Source: an optimization exercise on an open RTL-to-GDS flow (aim: a short achievable clock period and few clock cycles). Production flows keep margins and buffers that such runs may drop.
RTL that was checked went through simulation tests only; none was proved equivalent to the original.
Power and IR drop assume default switching activity.

## north
==> module cr16_carry, before the edit <==
module cr16_carry #(
    parameter int W = 16
) (
    input  logic         cin,
    input  logic [W-1:0] p,
    input  logic [W-1:0] g,
    output logic [W:0]   c
);
    localparam int L = (W + 1 <= 8) ? 3 : ((W + 1 <= 16) ? 4 : 5);
    logic [W:0] gg [L+1];
    logic [W:0] pp [L+1];
    assign gg[0] = {g, cin};
    assign pp[0] = {p, 1'b0};
    genvar l, k;
    generate
        for (l = 0; l < L; l++) begin : lvl
            for (k = 0; k <= W; k++) begin : pos
                if (k >= (1 << l)) begin : comb
                    assign gg[l+1][k] = gg[l][k] | (pp[l][k] & gg[l][k - (1 << l)]);
                    assign pp[l+1][k] = pp[l][k] & pp[l][k - (1 << l)];
                end else begin : pass_through
                    assign gg[l+1][k] = gg[l][k];
                    assign pp[l+1][k] = pp[l][k];
                end
            end
        end
    endgenerate
    assign c = gg[L];
endmodule
==> module cr16_branch_target, before the edit <==
module cr16_branch_target (
    input  logic [15:0] pc,
    input  logic [7:0]  imm8,
    output logic [15:0] tgt
);
    logic [15:0] p16, g16, unused;
    logic [8:0]  c, c_up, c_dn;
    logic [7:0]  p, g, hi, hi_up, hi_dn, thi, hi_c1, hi_c0;
    cr16_bit_xor u_xor (.a({8'd0, pc[7:0]}), .b({8'd0, imm8}), .y(p16));
    cr16_bit_and u_and (.a({8'd0, pc[7:0]}), .b({8'd0, imm8}), .y(g16), .yn(unused));
    assign p = p16[7:0];
    assign g = g16[7:0];
    cr16_carry #(.W(8)) u_lo (.cin(1'b1), .p(p), .g(g), .c(c));
    assign hi = pc[15:8];
    cr16_carry #(.W(8)) u_up (.cin(1'b1), .p(hi), .g(8'd0), .c(c_up));
    cr16_carry #(.W(8)) u_dn (.cin(1'b0), .p(~hi), .g(hi), .c(c_dn));
    assign hi_up = hi ^ c_up[7:0];
    assign hi_dn = ~hi ^ c_dn[7:0];
    assign hi_c1 = imm8[7] ? hi : hi_up;
    assign hi_c0 = imm8[7] ? hi_dn : hi;
    cr16_mux8 u_hi (.s(c[8]), .a(hi_c1), .b(hi_c0), .y(thi));
    assign tgt = {thi, p ^ c[7:0]};
endmodule
==> module cr16_mux8, before the edit <==
module cr16_mux8 (
    input  logic       s,
    input  logic [7:0] a,
    input  logic [7:0] b,
    output logic [7:0] y
);
    assign y = s ? a : b;
endmodule
Settings: LEC_CHECK=0, CAP_MARGIN=20, CORE_MARGIN=2, CORE_UTILIZATION=50, SETUP_SLACK_MARGIN=3.7, SLEW_MARGIN=20, SYNTH_HIERARCHICAL=1, SYNTH_MINIMUM_KEEP_SIZE=0; clock period 6.0 ns.
run.sh (not shown) runs the stock make flow with config.mk's settings and CLKGATE_MAP_FILE= SYNTH_SCRIPT=/design/flow/synth_recipe.tcl, a recipe that flattens the netlist after the stock synthesis.
Testbench counts of north, summed over its fixed seeds: cycles 53,159.
The inputs of south differ from those of north as listed below.
diff --git a/flow/design.v b/flow/design.v
--- a/flow/design.v
+++ b/flow/design.v
@@ -131,40 +131,37 @@
         end
     end
     assign result = ({16{sel[0] & ~sub}} & sum_a) | ({16{sel[0] & sub}} & sum_s)
                     | ({16{sel[1]}} & ga) | ({16{sel[2]}} & ta)
                     | ({16{sel[3]}} & pa) | ({16{pass}} & b);
 endmodule
-module cr16_carry #(
-    parameter int W = 16
-) (
-    input  logic         cin,
-    input  logic [W-1:0] p,
-    input  logic [W-1:0] g,
-    output logic [W:0]   c
+module cr16_carry (
+    input  logic        cin,
+    input  logic [15:0] p,
+    input  logic [15:0] g,
+    output logic [16:0] c
 );
-    localparam int L = (W + 1 <= 8) ? 3 : ((W + 1 <= 16) ? 4 : 5);
-    logic [W:0] gg [L+1];
-    logic [W:0] pp [L+1];
+    logic [16:0] gg [6];
+    logic [16:0] pp [6];
     assign gg[0] = {g, cin};
     assign pp[0] = {p, 1'b0};
     genvar l, k;
     generate
-        for (l = 0; l < L; l++) begin : lvl
-            for (k = 0; k <= W; k++) begin : pos
+        for (l = 0; l < 5; l++) begin : lvl
+            for (k = 0; k < 17; k++) begin : pos
                 if (k >= (1 << l)) begin : comb
                     assign gg[l+1][k] = gg[l][k] | (pp[l][k] & gg[l][k - (1 << l)]);
                     assign pp[l+1][k] = pp[l][k] & pp[l][k - (1 << l)];
                 end else begin : pass_through
                     assign gg[l+1][k] = gg[l][k];
                     assign pp[l+1][k] = pp[l][k];
                 end
             end
         end
     endgenerate
-    assign c = gg[L];
+    assign c = gg[5];
 endmodule
 module cr16_decoder (
     input  logic [15:0] instr,
     input  logic [4:0]  flags,
     output logic        imm_sel,
     output logic [15:0] imm,
@@ -360,37 +357,19 @@
 endmodule
 module cr16_branch_target (
     input  logic [15:0] pc,
     input  logic [7:0]  imm8,
     output logic [15:0] tgt
 );
-    logic [15:0] p16, g16, unused;
-    logic [8:0]  c, c_up, c_dn;
-    logic [7:0]  p, g, hi, hi_up, hi_dn, thi, hi_c1, hi_c0;
-    cr16_bit_xor u_xor (.a({8'd0, pc[7:0]}), .b({8'd0, imm8}), .y(p16));
-    cr16_bit_and u_and (.a({8'd0, pc[7:0]}), .b({8'd0, imm8}), .y(g16), .yn(unused));
-    assign p = p16[7:0];
-    assign g = g16[7:0];
-    cr16_carry #(.W(8)) u_lo (.cin(1'b1), .p(p), .g(g), .c(c));
-    assign hi = pc[15:8];
-    cr16_carry #(.W(8)) u_up (.cin(1'b1), .p(hi), .g(8'd0), .c(c_up));
-    cr16_carry #(.W(8)) u_dn (.cin(1'b0), .p(~hi), .g(hi), .c(c_dn));
-    assign hi_up = hi ^ c_up[7:0];
-    assign hi_dn = ~hi ^ c_dn[7:0];
-    assign hi_c1 = imm8[7] ? hi : hi_up;
-    assign hi_c0 = imm8[7] ? hi_dn : hi;
-    cr16_mux8 u_hi (.s(c[8]), .a(hi_c1), .b(hi_c0), .y(thi));
-    assign tgt = {thi, p ^ c[7:0]};
-endmodule
-module cr16_mux8 (
-    input  logic       s,
-    input  logic [7:0] a,
-    input  logic [7:0] b,
-    output logic [7:0] y
-);
-    assign y = s ? a : b;
+    logic [15:0] disp, p, g, unused;
+    logic [16:0] c;
+    assign disp = {{8{imm8[7]}}, imm8};
+    cr16_bit_xor u_xor (.a(pc), .b(disp), .y(p));
+    cr16_bit_and u_and (.a(pc), .b(disp), .y(g), .yn(unused));
+    cr16_carry u_carry (.cin(1'b1), .p(p), .g(g), .c(c));
+    assign tgt = p ^ c[15:0];
 endmodule
 module cr16_operands (
     input  logic [15:0] rf_a,
     input  logic [15:0] rf_b,
     input  logic        imm_sel,
     input  logic [15:0] imm,
## What came out
south: done, clean on timing, DRC and antenna. Relative to north, the cell count of south is lower by 27. Comparing south and north, global-route usage is lower on south. south vs north, number of buffers outside the clock class in the layout went up by 30. Taking north as the reference, in south number of cell instances on the worst register-to-register path saw a decrease; via count went down by about 0.9%; post-synthesis instance area moved down; aggregate routed wire length moved down; worst setup slack went down 0.086 ns. Cmp south and north / cell area after placement / higher: north. south: post-layout total power about 4% below north.
No functional check of the RTL was part of south.

---

cr16_core, a different RTL version from the one above (not shown whole).
Size in the first run: ~2300 cells after synthesis.
make LEC_CHECK=0 CAP_MARGIN=20 CORE_MARGIN=2 CORE_UTILIZATION=50 SETUP_SLACK_MARGIN=3.7 SLEW_MARGIN=20 SYNTH_HIERARCHICAL=1 SYNTH_MINIMUM_KEEP_SIZE=0 finish   # period 6.0 ns
Testbench counts at the start, summed over its fixed seeds: cycles 53,159.
Then changed:
--- a/flow/design.v
+++ b/flow/design.v
@@ -562,21 +562,20 @@
 localparam logic [3:0] EXT_AND   = 4'b0110;
 localparam logic [3:0] EXT_OR    = 4'b0111;
 localparam logic [3:0] EXT_XOR   = 4'b1000;
 localparam logic [3:0] EXT_MOV   = 4'b0001;
 localparam logic [3:0] EXT_LOAD  = 4'b1010;
 localparam logic [3:0] EXT_STORE = 4'b1011;
     logic        pend;        
     logic        tx_fetch;    
     logic        tx_load;     
     logic        exec;        
-    logic        ld_pend;     
     logic        done;
     logic [15:0] pc;          
     logic [15:0] iw;          
     logic [15:0] op_a;        
     logic [15:0] op_b;        
     logic [15:0] op_pa;       
     logic [15:0] op_ga;       
     logic [15:0] op_gs;       
     logic [15:0] tgt;         
     logic        x_sub, x_pass, x_wreg, x_wflags;
@@ -588,21 +587,21 @@
     logic [15:0] rf_a;
     logic        r_imm_sel;   
     logic [15:0] alu_result;
     logic [4:0]  alu_flags;
     logic [15:0] next_pc;
     logic [15:0] pc_inc;
     logic [16:0] inc_c;
     logic [15:0] res;         
     logic [15:0] res_sel;     
     logic [3:0]  ld_rd;
-    logic [15:0] ld_we;
+    logic [15:0] ld_we;       
     assign done = mem_req && mem_ack;
     cr16_decoder u_decoder (
         .instr(mem_rdata), .flags(status_flags),
         .imm_sel(d_imm_sel), .imm(d_imm),
         .sub(d_sub), .sel(d_sel), .pass(d_pass), .wreg(d_wreg), .wflags(d_wflags),
         .load(d_load), .store(d_store), .taken(d_taken)
     );
     cr16_imm_select u_imm_select (.op(mem_rdata[15:12]), .imm_sel(r_imm_sel));
     cr16_regfile u_regfile (
         .I_CLK(I_CLK), .I_NRESET(I_NRESET),
@@ -654,44 +653,41 @@
         end
     end
     cr16_alu u_alu (
         .sub(x_sub), .sel(x_sel), .pass(x_pass), .pa(op_pa), .ga(op_ga), .gs(op_gs),
         .b(op_b),
         .result(alu_result), .flags(alu_flags)
     );
     assign next_pc = x_jump ? tgt : pc;
     cr16_carry u_inc (.cin(1'b1), .p(pc), .g(16'd0), .c(inc_c));
     assign pc_inc = pc ^ inc_c[15:0];
-    always_comb begin
-        for (int i = 0; i < 16; i++) begin
-            ld_we[i] = ld_pend && ld_rd == 4'(i);
-        end
-    end
     always_ff @(posedge I_CLK or negedge I_NRESET) begin
         if (!I_NRESET) begin
             pend         <= 1'b1;
             tx_fetch     <= 1'b1;
             tx_load      <= 1'b0;
             exec         <= 1'b0;
-            ld_pend      <= 1'b0;
             mem_req      <= 1'b0;
             mem_we       <= 1'b0;
             mem_addr     <= P_RESET_VECTOR;
             mem_wdata    <= '0;
             pc           <= P_RESET_VECTOR;
             status_flags <= '0;
             ld_rd        <= '0;
+            ld_we        <= '0;
             res          <= '0;
             res_sel      <= '0;
         end else begin
             exec    <= done && tx_fetch;
-            ld_pend <= done && !tx_fetch && tx_load;
+            for (int i = 0; i < 16; i++) begin
+                ld_we[i] <= done && !tx_fetch && tx_load && ld_rd == 4'(i);
+            end
             res     <= alu_result;
             for (int i = 0; i < 16; i++) begin
                 res_sel[i] <= exec && x_wreg && iw[11:8] == 4'(i);
             end
             if (done) begin
                 mem_req <= 1'b0;
                 pend    <= 1'b1;
             end else if (pend && !mem_ack) begin
                 mem_req <= 1'b1;
                 pend    <= 1'b0;
Routed wire length increases by 1.3%.
Clock skew decreases by 0.0063 ns.
Combinational power increases by about 4%.
Final area increases by 1.3%.
Total power increases by 4.7%.
Setup slack is worse by 0.048 ns.
Synthesized area increases by 1.5%.
Clock power increases by 7.4%.
Final cell count increases by 0.74%.
Function not checked in the second run of this note: the RTL went through the layout flow alone.

[re-timing with driven ports]
No port has a modelled driver above. Below, the same layouts with a new extraction and two added sets of constraints.
Step 1, drivers: a clkbuf_16 drives I_CLK and a buf_2 each remaining input, both assumed.
Step 2, shift: input delay + t, output delay - t, t = (earliest + latest rising clock arrival at the registers) / 2. This alone moves slack from input paths to output paths.
a / b / c = ideal / step 1 / step 2; a / b = the first two.
| run | t, ns | setup slack, ns | clock arrival spread, ns | slew at the worst register clock pin (ns) | cell pins on the clock port's net |
|---|---|---|---|---|---|
| north | 0.681 | 3.548 / 3.421 / 2.740 | 0.023 / 0.022 | 0.06 / 0.06 | 1 |
| south | 0.681 | 3.462 / 3.350 / 2.669 | 0.035 / 0.035 | 0.06 / 0.06 | 1 |
| the first run of note 2 | 0.667 | 3.634 / 3.544 / 2.877 | 0.031 / 0.031 | 0.07 / 0.07 | 1 |
| the second run of note 2 | 0.677 | 3.586 / 3.522 / 2.886 | 0.018 / 0.019 | 0.06 / 0.06 | 1 |
After both steps every run listed still meets setup and hold. The setup slack of north, which loses most, moves by -0.127 ns with the drivers and by -0.808 ns with both steps.
